From an optimization exercise on the open Yosys and OpenROAD flow, aimed at small area, a short achievable clock period and few clock cycles per item; shortcuts taken in it are not production practice. At most, simulation tests tie the RTL to the original design; equivalence was not proved.

==> harbor <==
Design rc_stick_conditioner, start of the top module:
module rc_stick_conditioner (
    input  wire logic        i_clk,
    input  wire logic        i_rst_n,
    input  wire logic        i_in_valid,
    output logic             o_in_ready,
    input  wire logic [11:0] i_adc_stick_down,
    input  wire logic [11:0] i_adc_roll,
    input  wire logic [11:0] i_adc_yaw,
    input  wire logic [11:0] i_adc_stick_up,
    input  wire logic [11:0] i_adc_aux_three,
    input  wire logic [11:0] i_adc_aux_one,
    input  wire logic [11:0] i_adc_aux_two,
    output logic             o_out_valid,
    input  wire logic        i_out_ready,
    output logic [10:0]      o_filtered_throttle,
    output logic [10:0]      o_filtered_yaw,
    output logic [10:0]      o_filtered_pitch,
    output logic [10:0]      o_filtered_roll,
    output logic [10:0]      o_filtered_aux_one,
    output logic [10:0]      o_filtered_aux_two,
    output logic [10:0]      o_filtered_aux_three,
    input  wire logic        i_cfg_we,
    input  wire logic [2:0]  i_cfg_idx,
    input  wire logic [9:0]  i_cfg_data
);
==> module rcsc_chan, before the edit <==
module rcsc_chan (
    input  wire logic        i_clk,
    input  wire logic        i_load,    
    input  wire logic        i_adv,     
    input  wire logic        i_empty,   
    input  wire logic        i_full,    
    input  wire logic [9:0]  i_u,       
    output logic [10:0]      o_avg,     
    output logic             o_near,    
    output logic             o_aux      
);
    logic [9:0]  r_hist [5];
    logic [13:0] r_sum;
    logic [13:0] w_keep;
    logic [13:0] w_drop;
    logic [13:0] n_sum;
    assign w_keep = i_empty ? 14'd0 : r_sum;
    assign w_drop = i_full ? {4'b1111, ~r_hist[4]} : 14'd1000;
    assign n_sum  = w_keep + {4'b0000, i_u} + w_drop + {13'd0, i_full};
    always_ff @(posedge i_clk) begin
        if (i_load) begin
            r_sum     <= n_sum;
            r_hist[0] <= i_u;
            for (int i = 1; i < 5; i++) begin
                r_hist[i] <= r_hist[i-1];
            end
        end
    end
    logic [10:0] w_avg;
    always_comb begin
        logic [2:0] r;
        logic [3:0] t;
        r = 3'd0;
        w_avg = '0;
        for (int i = 13; i >= 0; i--) begin
            t = {r, r_sum[i]};
            if (i <= 10) begin
                w_avg[i] = (t >= 4'd5);
            end
            case (t)
                4'd0, 4'd5: r = 3'd0;
                4'd1, 4'd6: r = 3'd1;
                4'd2, 4'd7: r = 3'd2;
                4'd3, 4'd8: r = 3'd3;
                4'd4, 4'd9: r = 3'd4;
                default:    r = 3'bxxx;    
            endcase
        end
    end
    always_ff @(posedge i_clk) begin
        if (i_adv) begin
            o_avg  <= w_avg;
            o_near <= (r_sum >= 14'd7375) && (r_sum <= 14'd7629);
            o_aux  <= (r_sum >= 14'd7480) && (r_sum <= 14'd7524);
        end
    end
endmodule
export LEC_CHECK = 0
export ABC_AREA = 1
export CAP_MARGIN = 20
export CORE_MARGIN = 2
export CORE_UTILIZATION = 55
export CTS_BUF_LIST = sky130_fd_sc_hd__clkbuf_4 sky130_fd_sc_hd__clkbuf_8
export PLACE_DENSITY = 0.7
export SLEW_MARGIN = 20
create_clock -name core_clock -period 10.0 [get_ports {i_clk}]
standard.sh (not shown) runs the stock make flow with config.mk's settings and CLKGATE_MAP_FILE= SYNTH_SCRIPT=/design/flow/synth_recipe.tcl, a recipe that flattens the netlist after the stock synthesis.
==> flow/flow/run.sh <==
#!/bin/bash
# The standard layout (standard.sh), with timing repair aimed at a 3.8 ns
# period (setup slack margin 6.2 ns at the fixed 10 ns clock) and plain
# buf_1 port buffers. Each tool's output goes to its own log here.
set -euo pipefail
bash standard.sh SETUP_SLACK_MARGIN=6.2 "BUFFER_PORTS_ARGS=-buffer_cell sky130_fd_sc_hd__buf_1" finish > standard_flow.log 2>&1
==> cedar: changes against harbor <==
--- a/flow/design.v
+++ b/flow/design.v
@@ -92,19 +92,11 @@
     always_comb begin
-        logic [2:0] r;
-        logic [3:0] t;
-        r = 3'd0;
+        logic [4:0] r;
+        r = 5'b00001;
         w_avg = '0;
         for (int i = 13; i >= 0; i--) begin
-            t = {r, r_sum[i]};
             if (i <= 10) begin
-                w_avg[i] = (t >= 4'd5);
+                w_avg[i] = r[3] | r[4] | (r_sum[i] & r[2]);
             end
-            case (t)
-                4'd0, 4'd5: r = 3'd0;
-                4'd1, 4'd6: r = 3'd1;
-                4'd2, 4'd7: r = 3'd2;
-                4'd3, 4'd8: r = 3'd3;
-                4'd4, 4'd9: r = 3'd4;
-                default:    r = 3'bxxx;    
-            endcase
+            r = r_sum[i] ? {r[4], r[1], r[3], r[0], r[2]}     
+                         : {r[2], r[4], r[1], r[3], r[0]};    
         end
==> flow/flow/run.sh (replaced) <==
#!/bin/bash
# The standard layout (standard.sh), with timing repair aimed at a 4.0 ns
# period (setup slack margin 6.0 ns at the fixed 10 ns clock) and plain
# buf_1 port buffers. Each tool's output goes to its own log here.
set -euo pipefail
bash standard.sh SETUP_SLACK_MARGIN=6.0 "BUFFER_PORTS_ARGS=-buffer_cell sky130_fd_sc_hd__buf_1" finish > standard_flow.log 2>&1
--- a/flow/config.mk
+++ b/flow/config.mk
@@ -10,5 +10,7 @@
 export CORE_MARGIN = 2
-export CORE_UTILIZATION = 55
-export CTS_BUF_LIST = sky130_fd_sc_hd__clkbuf_4 sky130_fd_sc_hd__clkbuf_8
-export PLACE_DENSITY = 0.7
+export CORE_UTILIZATION = 50
+export CTS_BUF_LIST = sky130_fd_sc_hd__clkbuf_8 sky130_fd_sc_hd__clkbuf_16
+export CTS_CLUSTER_DIAMETER = 60
+export CTS_CLUSTER_SIZE = 20
+export PLACE_DENSITY = 0.65
 export SLEW_MARGIN = 20
==> flow_summary.json <==
{
  "outcome": "finished clean",
  "cp_slowest_cell": "fa_2",
  "fin_ws_ns": 5.993,
  "met2_usage_pct": 31.71,
  "grt_usage_pct": 20.63,
  "skew_ns": 0.03446,
  "placed_area_um2": 48890,
  "start_util_pct": 50.40,
  "power_leakage_nw": 22.10
}
# the run above: cedar

==> flow_summary.json <==
{
  "outcome": "finished clean",
  "reg2reg_to": "g_chan[4].u_chan.r_sum[13]$_DFFE_PP_",
  "yosysWarningCount": 16,
  "die_x_um": 292.2,
  "fin_ws_ns": 5.935,
  "met2_usage_pct": 38.40,
  "place_hpwl_mm": 65.88,
  "dp_cells": 5957,
  "placed_area_um2": 47580,
  "skew_ns": 0.04437,
  "ir_drop_mv": 0.1258,
  "top_usage_layer": "met2",
  "cts_buffer_depth": 3,
  "seq_area_share_pct": 44.97,
  "cp_slowest_cell": "or4_1",
  "grt_usage_pct": 22.99
}
# the run above: harbor

Testbench counts of cedar, summed over its fixed seeds: cycles 16,032, items 16,000.
No functional check of the RTL was part of harbor.


==> inputs of 07-26 <==
==> flow/design.v <==
`timescale 1ns / 1ps
`default_nettype none
package rcsc_pkg;
    localparam int NUM_CH = 7;
    localparam int CH_THR = 0;
    localparam int CH_YAW = 1;
    localparam int CH_PIT = 2;
    localparam int CH_ROL = 3;
    localparam int CH_AX1 = 4;
    localparam int CH_AX2 = 5;
    localparam int CH_AX3 = 6;
    localparam int ADC_W  = 12;
    localparam int CHAN_W = 11;
    localparam int TRIM_W = 10;
    localparam int RAW_W  = 12;
    localparam int SQ_W   = 24;
    localparam logic [CHAN_W-1:0] CH_MIN = 11'd1000;
    localparam logic [CHAN_W-1:0] CH_MAX = 11'd2000;
    localparam logic [CHAN_W-1:0] CENTER = 11'd1500;
    localparam logic [CHAN_W-1:0] AUX_LO = 11'd1495;
    localparam logic [CHAN_W-1:0] AUX_HI = 11'd1505;
    localparam logic [SQ_W-1:0]   DEAD_SQ = 24'd625;
    typedef logic [ADC_W-1:0]  t_adc;
    typedef logic [CHAN_W-1:0] t_chan;
    typedef logic [RAW_W-1:0]  t_raw;
    typedef logic signed [TRIM_W-1:0] t_trim;
    typedef enum logic [2:0] {
        CFG_STICK_MODE   = 3'd0,
        CFG_OFS_THROTTLE = 3'd1,
        CFG_OFS_YAW      = 3'd2,
        CFG_OFS_PITCH    = 3'd3,
        CFG_OFS_ROLL     = 3'd4,
        CFG_OFS_AUX_ONE  = 3'd5,
        CFG_OFS_AUX_TWO  = 3'd6,
        CFG_OFS_AUX_THREE = 3'd7
    } t_cfg_idx;
    typedef struct packed {
        t_adc adc_aux_two;
        t_adc adc_aux_one;
        t_adc adc_aux_three;
        t_adc adc_stick_up;
        t_adc adc_yaw;
        t_adc adc_roll;
        t_adc adc_stick_down;
    } t_in_item;
    typedef struct packed {
        t_chan filtered_throttle;
        t_chan filtered_yaw;
        t_chan filtered_pitch;
        t_chan filtered_roll;
        t_chan filtered_aux_one;
        t_chan filtered_aux_two;
        t_chan filtered_aux_three;
    } t_out_item;
    typedef struct packed {
        logic load;
        logic adv;
    } t_pipe_ctl;
endpackage
`default_nettype wire
`timescale 1ns / 1ps
`default_nettype none
module rcsc_chan (
    input  wire logic        i_clk,
    input  wire logic        i_load,    
    input  wire logic        i_empty,   
    input  wire logic        i_full,    
    input  wire logic [9:0]  i_u,       
    output logic [10:0]      o_avg,     
    output logic             o_near,    
    output logic             o_aux      
);
    logic [9:0]  r_hist [5];
    logic [13:0] r_sum;
    logic [4:0]  r_rem;     
    logic [13:0] w_keep;
    logic [13:0] w_drop;
    logic [13:0] n_sum;
    function automatic logic [4:0] div_step(input logic [4:0] r, input logic b);
        div_step = b ? {r[4], r[1], r[3], r[0], r[2]}    
                     : {r[2], r[4], r[1], r[3], r[0]};   
    endfunction
    function automatic logic div_bit(input logic [4:0] r, input logic b);
        div_bit = r[3] | r[4] | (b & r[2]);
    endfunction
    assign w_keep = i_empty ? 14'd0 : r_sum;
    assign w_drop = i_full ? {4'b1111, ~r_hist[4]} : 14'd1000;
    assign n_sum  = w_keep + {4'b0000, i_u} + w_drop + {13'd0, i_full};
    logic [4:0] n_rem;
    always_comb begin
        n_rem = 5'b00001;
        for (int i = 13; i >= 8; i--) begin
            n_rem = div_step(n_rem, n_sum[i]);
        end
    end
    always_ff @(posedge i_clk) begin
        if (i_load) begin
            r_sum     <= n_sum;
            r_rem     <= n_rem;
            r_hist[0] <= i_u;
            for (int i = 1; i < 5; i++) begin
                r_hist[i] <= r_hist[i-1];
            end
        end
    end
    always_comb begin
        logic [4:0] r;
        r = 5'b00001;
        o_avg = '0;
        for (int i = 13; i >= 8; i--) begin
            if (i <= 10) begin
                o_avg[i] = div_bit(r, r_sum[i]);
            end
            r = div_step(r, r_sum[i]);
        end
        r = r_rem;
        for (int i = 7; i >= 0; i--) begin
            o_avg[i] = div_bit(r, r_sum[i]);
            r = div_step(r, r_sum[i]);
        end
    end
    assign o_near = (r_sum >= 14'd7375) && (r_sum <= 14'd7629);
    assign o_aux  = (r_sum >= 14'd7480) && (r_sum <= 14'd7524);
endmodule
`default_nettype wire
`timescale 1ns / 1ps
`default_nettype none
module rc_stick_conditioner (
    input  wire logic        i_clk,
    input  wire logic        i_rst_n,
    input  wire logic        i_in_valid,
    output logic             o_in_ready,
    input  wire logic [11:0] i_adc_stick_down,
    input  wire logic [11:0] i_adc_roll,
    input  wire logic [11:0] i_adc_yaw,
    input  wire logic [11:0] i_adc_stick_up,
    input  wire logic [11:0] i_adc_aux_three,
    input  wire logic [11:0] i_adc_aux_one,
    input  wire logic [11:0] i_adc_aux_two,
    output logic             o_out_valid,
    input  wire logic        i_out_ready,
    output logic [10:0]      o_filtered_throttle,
    output logic [10:0]      o_filtered_yaw,
    output logic [10:0]      o_filtered_pitch,
    output logic [10:0]      o_filtered_roll,
    output logic [10:0]      o_filtered_aux_one,
    output logic [10:0]      o_filtered_aux_two,
    output logic [10:0]      o_filtered_aux_three,
    input  wire logic        i_cfg_we,
    input  wire logic [2:0]  i_cfg_idx,
    input  wire logic [9:0]  i_cfg_data
);
    localparam int NCH = rcsc_pkg::NUM_CH;
    logic        r_stick_mode;
    logic [10:0] r_kp_thr, r_kn_thr, r_kp_pit, r_kn_pit;
    logic [10:0] r_kp_yaw, r_kn_rol, r_kp_ax1, r_kp_ax2, r_kp_ax3;
    logic        r_vi;
    logic        r_vs;
    logic        r_ov;
    logic [2:0]  r_cnt;
    logic [9:0]  r_u [NCH];
    rcsc_pkg::t_out_item r_out;
    logic w_rdy_o;
    logic w_adv_s;
    logic w_rdy_s;
    logic w_adv_i;
    logic w_load;
    logic [9:0]  w_q [NCH];
    logic [10:0] w_k [NCH];
    logic [9:0]  w_u [NCH];
    logic [10:0] w_avg [NCH];
    logic        w_near [NCH];
    logic        w_aux [NCH];
    logic w_dead_ty;
    logic w_dead_pr;
    rcsc_pkg::t_out_item n_out;
    function automatic logic [9:0] limit(input logic [9:0] q, input logic [10:0] k);
        logic [11:0] x;
        x = {2'b00, q} + {k[10], k};
        if (x[11]) begin
            limit = 10'd0;
        end else if (x[10:0] > 11'd1000) begin
            limit = 10'd1000;
        end else begin
            limit = x[9:0];
        end
    endfunction
    function automatic logic [4:0] center_dist(input logic [5:0] x);
        logic [4:0] m;
        m = 5'd0;
        for (int v = 3; v <= 53; v++) begin
            if (x == 6'(v)) begin
                m = 5'(v > 28 ? v - 28 : 28 - v);
            end
        end
        center_dist = m;
    endfunction
    function automatic logic [4:0] circle_lim(input logic [5:0] x);
        logic [4:0] m;
        m = 5'd0;
        for (int v = 3; v <= 53; v++) begin
            if (x == 6'(v)) begin
                for (int l = 0; l <= 25; l++) begin
                    if ((v - 28) * (v - 28) + l * l <= 625) begin
                        m = 5'(l);
                    end
                end
            end
        end
        circle_lim = m;
    endfunction
    function automatic logic in_circle(input logic [10:0] a, input logic near_a,
                                       input logic [10:0] b, input logic near_b);
        in_circle = near_a && near_b && (center_dist(b[5:0]) <= circle_lim(a[5:0]));
    endfunction
    logic [10:0] w_cfg_kp;
    logic [10:0] w_cfg_kn;
    assign w_cfg_kp = -{i_cfg_data[9], i_cfg_data};
    assign w_cfg_kn = w_cfg_kp - 11'd23;
    always_ff @(posedge i_clk) begin
        if (!i_rst_n) begin
            r_stick_mode <= 1'b0;
            r_kp_thr <= '0;
            r_kn_thr <= -11'd23;
            r_kp_pit <= '0;
            r_kn_pit <= -11'd23;
            r_kp_yaw <= '0;
            r_kn_rol <= -11'd23;
            r_kp_ax1 <= '0;
            r_kp_ax2 <= '0;
            r_kp_ax3 <= '0;
        end else if (i_cfg_we) begin
            case (i_cfg_idx)
                rcsc_pkg::CFG_STICK_MODE:    r_stick_mode <= i_cfg_data[0];
                rcsc_pkg::CFG_OFS_THROTTLE: begin
                    r_kp_thr <= w_cfg_kp;
                    r_kn_thr <= w_cfg_kn;
                end
                rcsc_pkg::CFG_OFS_YAW:       r_kp_yaw <= w_cfg_kp;
                rcsc_pkg::CFG_OFS_PITCH: begin
                    r_kp_pit <= w_cfg_kp;
                    r_kn_pit <= w_cfg_kn;
                end
                rcsc_pkg::CFG_OFS_ROLL:      r_kn_rol <= w_cfg_kn;
                rcsc_pkg::CFG_OFS_AUX_ONE:   r_kp_ax1 <= w_cfg_kp;
                rcsc_pkg::CFG_OFS_AUX_TWO:   r_kp_ax2 <= w_cfg_kp;
                rcsc_pkg::CFG_OFS_AUX_THREE: r_kp_ax3 <= w_cfg_kp;
                default: ;
            endcase
        end
    end
    assign w_rdy_o    = !r_ov || i_out_ready;
    assign w_adv_s    = r_vs && w_rdy_o;
    assign w_rdy_s    = !r_vs || w_rdy_o;
    assign w_adv_i    = r_vi && w_rdy_s;
    assign o_in_ready = !r_vi || w_rdy_s;
    assign w_load     = i_in_valid && o_in_ready;
    always_ff @(posedge i_clk) begin
        if (!i_rst_n) begin
            r_vi  <= 1'b0;
            r_vs  <= 1'b0;
            r_ov  <= 1'b0;
            r_cnt <= 3'd0;
        end else begin
            if (w_load) begin
                r_vi <= 1'b1;
            end else if (w_adv_i) begin
                r_vi <= 1'b0;
            end
            if (w_adv_i) begin
                r_vs <= 1'b1;
            end else if (w_adv_s) begin
                r_vs <= 1'b0;
            end
            if (w_adv_s) begin
                r_ov <= 1'b1;
            end else if (i_out_ready) begin
                r_ov <= 1'b0;
            end
            if (w_adv_i && r_cnt != 3'd5) begin
                r_cnt <= r_cnt + 3'd1;
            end
        end
    end
    assign w_q[rcsc_pkg::CH_THR] = r_stick_mode ? i_adc_stick_up[11:2] : ~i_adc_stick_down[11:2];
    assign w_k[rcsc_pkg::CH_THR] = r_stick_mode ? r_kp_thr : r_kn_thr;
    assign w_q[rcsc_pkg::CH_PIT] = r_stick_mode ? ~i_adc_stick_down[11:2] : i_adc_stick_up[11:2];
    assign w_k[rcsc_pkg::CH_PIT] = r_stick_mode ? r_kn_pit : r_kp_pit;
    assign w_q[rcsc_pkg::CH_YAW] = i_adc_yaw[11:2];
    assign w_k[rcsc_pkg::CH_YAW] = r_kp_yaw;
    assign w_q[rcsc_pkg::CH_ROL] = ~i_adc_roll[11:2];
    assign w_k[rcsc_pkg::CH_ROL] = r_kn_rol;
    assign w_q[rcsc_pkg::CH_AX1] = i_adc_aux_one[11:2];
    assign w_k[rcsc_pkg::CH_AX1] = r_kp_ax1;
    assign w_q[rcsc_pkg::CH_AX2] = i_adc_aux_two[11:2];
    assign w_k[rcsc_pkg::CH_AX2] = r_kp_ax2;
    assign w_q[rcsc_pkg::CH_AX3] = i_adc_aux_three[11:2];
    assign w_k[rcsc_pkg::CH_AX3] = r_kp_ax3;
    for (genvar c = 0; c < NCH; c++) begin : g_chan
        assign w_u[c] = limit(w_q[c], w_k[c]);
        always_ff @(posedge i_clk) begin
            if (w_load) begin
                r_u[c] <= w_u[c];
            end
        end
        rcsc_chan u_chan (
            .i_clk   (i_clk),
            .i_load  (w_adv_i),
            .i_empty (r_cnt == 3'd0),
            .i_full  (r_cnt == 3'd5),
            .i_u     (r_u[c]),
            .o_avg   (w_avg[c]),
            .o_near  (w_near[c]),
            .o_aux   (w_aux[c])
        );
    end
    assign w_dead_ty = in_circle(w_avg[rcsc_pkg::CH_THR], w_near[rcsc_pkg::CH_THR],
                                 w_avg[rcsc_pkg::CH_YAW], w_near[rcsc_pkg::CH_YAW]);
    assign w_dead_pr = in_circle(w_avg[rcsc_pkg::CH_ROL], w_near[rcsc_pkg::CH_ROL],
                                 w_avg[rcsc_pkg::CH_PIT], w_near[rcsc_pkg::CH_PIT]);
    always_comb begin
        n_out.filtered_throttle  = w_dead_ty ? rcsc_pkg::CENTER : w_avg[rcsc_pkg::CH_THR];
        n_out.filtered_yaw       = w_dead_ty ? rcsc_pkg::CENTER : w_avg[rcsc_pkg::CH_YAW];
        n_out.filtered_pitch     = w_dead_pr ? rcsc_pkg::CENTER : w_avg[rcsc_pkg::CH_PIT];
        n_out.filtered_roll      = w_dead_pr ? rcsc_pkg::CENTER : w_avg[rcsc_pkg::CH_ROL];
        n_out.filtered_aux_one   = w_aux[rcsc_pkg::CH_AX1] ? rcsc_pkg::CENTER : w_avg[rcsc_pkg::CH_AX1];
        n_out.filtered_aux_two   = w_avg[rcsc_pkg::CH_AX2];
        n_out.filtered_aux_three = w_aux[rcsc_pkg::CH_AX3] ? rcsc_pkg::CENTER : w_avg[rcsc_pkg::CH_AX3];
    end
    always_ff @(posedge i_clk) begin
        if (w_adv_s) begin
            r_out <= n_out;
        end
    end
    assign o_out_valid          = r_ov;
    assign o_filtered_throttle  = r_out.filtered_throttle;
    assign o_filtered_yaw       = r_out.filtered_yaw;
    assign o_filtered_pitch     = r_out.filtered_pitch;
    assign o_filtered_roll      = r_out.filtered_roll;
    assign o_filtered_aux_one   = r_out.filtered_aux_one;
    assign o_filtered_aux_two   = r_out.filtered_aux_two;
    assign o_filtered_aux_three = r_out.filtered_aux_three;
endmodule
`default_nettype wire
==> flow/run.sh <==
#!/bin/bash
# synth_recipe.tcl (not shown) runs the flow's synth.tcl, then flattens the netlist and writes it again
# the make line also repeats each setting of config.mk as NAME=value (left out here)
make -C /OpenROAD-flow-scripts/flow DESIGN_CONFIG=/design/flow/config.mk WORK_HOME=/design/flow/orfs CLKGATE_MAP_FILE= SYNTH_SCRIPT=/design/flow/synth_recipe.tcl finish
==> flow/config.mk <==
export PLATFORM = sky130hd
export DESIGN_NAME = rc_stick_conditioner
export DESIGN_NICKNAME = rc_stick_conditioner
export VERILOG_FILES = /design/flow/design.v
export SDC_FILE = /design/flow/constraint.sdc
export NUM_CORES = 4
export LEC_CHECK = 0
export ABC_AREA = 1
export CAP_MARGIN = 20
export CORE_MARGIN = 2
export CORE_UTILIZATION = 40
export SETUP_SLACK_MARGIN = 5
export SLEW_MARGIN = 20
==> flow/constraint.sdc <==
create_clock -name core_clock -period 10.0 [get_ports {i_clk}]
set_input_delay 2.0000 -clock core_clock [delete_from_list [all_inputs] [get_ports {i_clk}]]
set_output_delay 2.0000 -clock core_clock [all_outputs]
set_load 0.01 [all_outputs]
==> inputs of 09-25, as changes to 07-26 <==
==> flow/design.v, changed modules only <==
module rcsc_chan (
    input  wire logic        i_clk,
    input  wire logic        i_load,    
    input  wire logic        i_empty,   
    input  wire logic        i_full,    
    input  wire logic [9:0]  i_u,       
    output logic [10:0]      o_avg,     
    output logic             o_near,    
    output logic             o_aux      
);
    logic [9:0]  r_hist [5];
    logic [13:0] r_sum;
    logic [4:0]  r_rem;     
    logic [2:0]  r_qhi;     
    logic [13:0] w_keep;
    logic [13:0] w_drop;
    logic [13:0] n_sum;
    function automatic logic [4:0] div_step(input logic [4:0] r, input logic b);
        div_step = b ? {r[4], r[1], r[3], r[0], r[2]}    
                     : {r[2], r[4], r[1], r[3], r[0]};   
    endfunction
    function automatic logic div_bit(input logic [4:0] r, input logic b);
        div_bit = r[3] | r[4] | (b & r[2]);
    endfunction
    assign w_keep = i_empty ? 14'd0 : r_sum;
    assign w_drop = i_full ? {4'b1111, ~r_hist[4]} : 14'd1000;
    assign n_sum  = w_keep + {4'b0000, i_u} + w_drop + {13'd0, i_full};
    logic [4:0] n_rem;
    logic [2:0] n_qhi;
    always_comb begin
        n_rem = 5'b00001;
        n_qhi = '0;
        for (int i = 13; i >= 8; i--) begin
            if (i <= 10) begin
                n_qhi[i-8] = div_bit(n_rem, n_sum[i]);
            end
            n_rem = div_step(n_rem, n_sum[i]);
        end
    end
    always_ff @(posedge i_clk) begin
        if (i_load) begin
            r_sum     <= n_sum;
            r_rem     <= n_rem;
            r_qhi     <= n_qhi;
            r_hist[0] <= i_u;
            for (int i = 1; i < 5; i++) begin
                r_hist[i] <= r_hist[i-1];
            end
        end
    end
    always_comb begin
        logic [4:0] r;
        o_avg[10:8] = r_qhi;
        r = r_rem;
        for (int i = 7; i >= 0; i--) begin
            o_avg[i] = div_bit(r, r_sum[i]);
            r = div_step(r, r_sum[i]);
        end
    end
    assign o_near = (r_sum >= 14'd7375) && (r_sum <= 14'd7629);
    assign o_aux  = (r_sum >= 14'd7480) && (r_sum <= 14'd7524);
endmodule
==> flow/flow/run.sh (new file) <==
#!/bin/bash
# The standard layout (standard.sh), with timing repair aimed at a 4.5 ns
# period (setup slack margin 5.5 ns at the fixed 10 ns clock) and plain
# buf_1 port buffers. Each tool's output goes to its own log here.
set -euo pipefail
bash standard.sh SETUP_SLACK_MARGIN=5.5 "BUFFER_PORTS_ARGS=-buffer_cell sky130_fd_sc_hd__buf_1" finish > standard_flow.log 2>&1
==> flow/standard.sh (new file) <==
#!/bin/bash
# synth_recipe.tcl (not shown) runs the flow's synth.tcl, then flattens the netlist and writes it again
# the make line also repeats each setting of config.mk as NAME=value (left out here)
make -C /OpenROAD-flow-scripts/flow DESIGN_CONFIG=/design/flow/config.mk WORK_HOME=/design/flow/orfs CLKGATE_MAP_FILE= SYNTH_SCRIPT=/design/flow/synth_recipe.tcl "${@:-finish}"
- CORE_UTILIZATION: 40 -> 55
- PLACE_DENSITY: unset -> 0.7
- SETUP_SLACK_MARGIN: 5 -> unset
removed: flow/run.sh
==> flow_metrics.env <==
export IMPL_outcome="no timing/DRC/antenna violations"
export IMPL_finish_utilization=0.674
export IMPL_initial_utilization=0.555
export IMPL_cts_sink_count=757
export IMPL_multi_input_area_share=0.385
export IMPL_required_ns=10.49
That was 09-25.
==> flow_metrics.env <==
export IMPL_cts_sink_count=736
export IMPL_outcome="no timing/DRC/antenna violations"
export IMPL_initial_utilization=0.404
export IMPL_required_ns=8.00
export IMPL_p_total_mw=11.2
export IMPL_finish_utilization=0.475
export IMPL_multi_input_area_share=0.372
That was 07-26.
Testbench counts of 07-26, summed over its fixed seeds: cycles 16,024, items 16,000.
No functional check of the RTL was part of 09-25.

## what the ideal ports hide
In the flow no input, the clock included, has a driving cell. The finished layouts below were timed again as built, in two steps.
Step 1 sets driving cells, clkbuf_16 on the clock port and buf_2 on the other inputs (assumed; they add their load-dependent delay and slew).
Step 2 moves the port delays by t, midway between the first and last clock arrival at a register: inputs arrive t later, outputs are due t later. That takes back most of the time a late clock gives input paths.
Three values: ideal ports, drivers, drivers and shift; two values: the first two.
run	shift t [ns]	slack for setup (ns)	worst data-port slew with drivers (ns)	cell pins on the clock port's net
harbor	0.859	5.935 / 5.976 / 5.117	0.10	1
cedar	0.708	5.993 / 6.014 / 5.307	0.11	1
07-26	0.701	5.058 / 5.035 / 4.593	0.16	1
09-25	0.692	5.142 / 5.142 / 5.057	0.05	1
After both steps setup and hold are still met in every run listed. The setup slack of harbor, which loses most, moves by +0.041 ns with the drivers and by -0.818 ns with both steps.
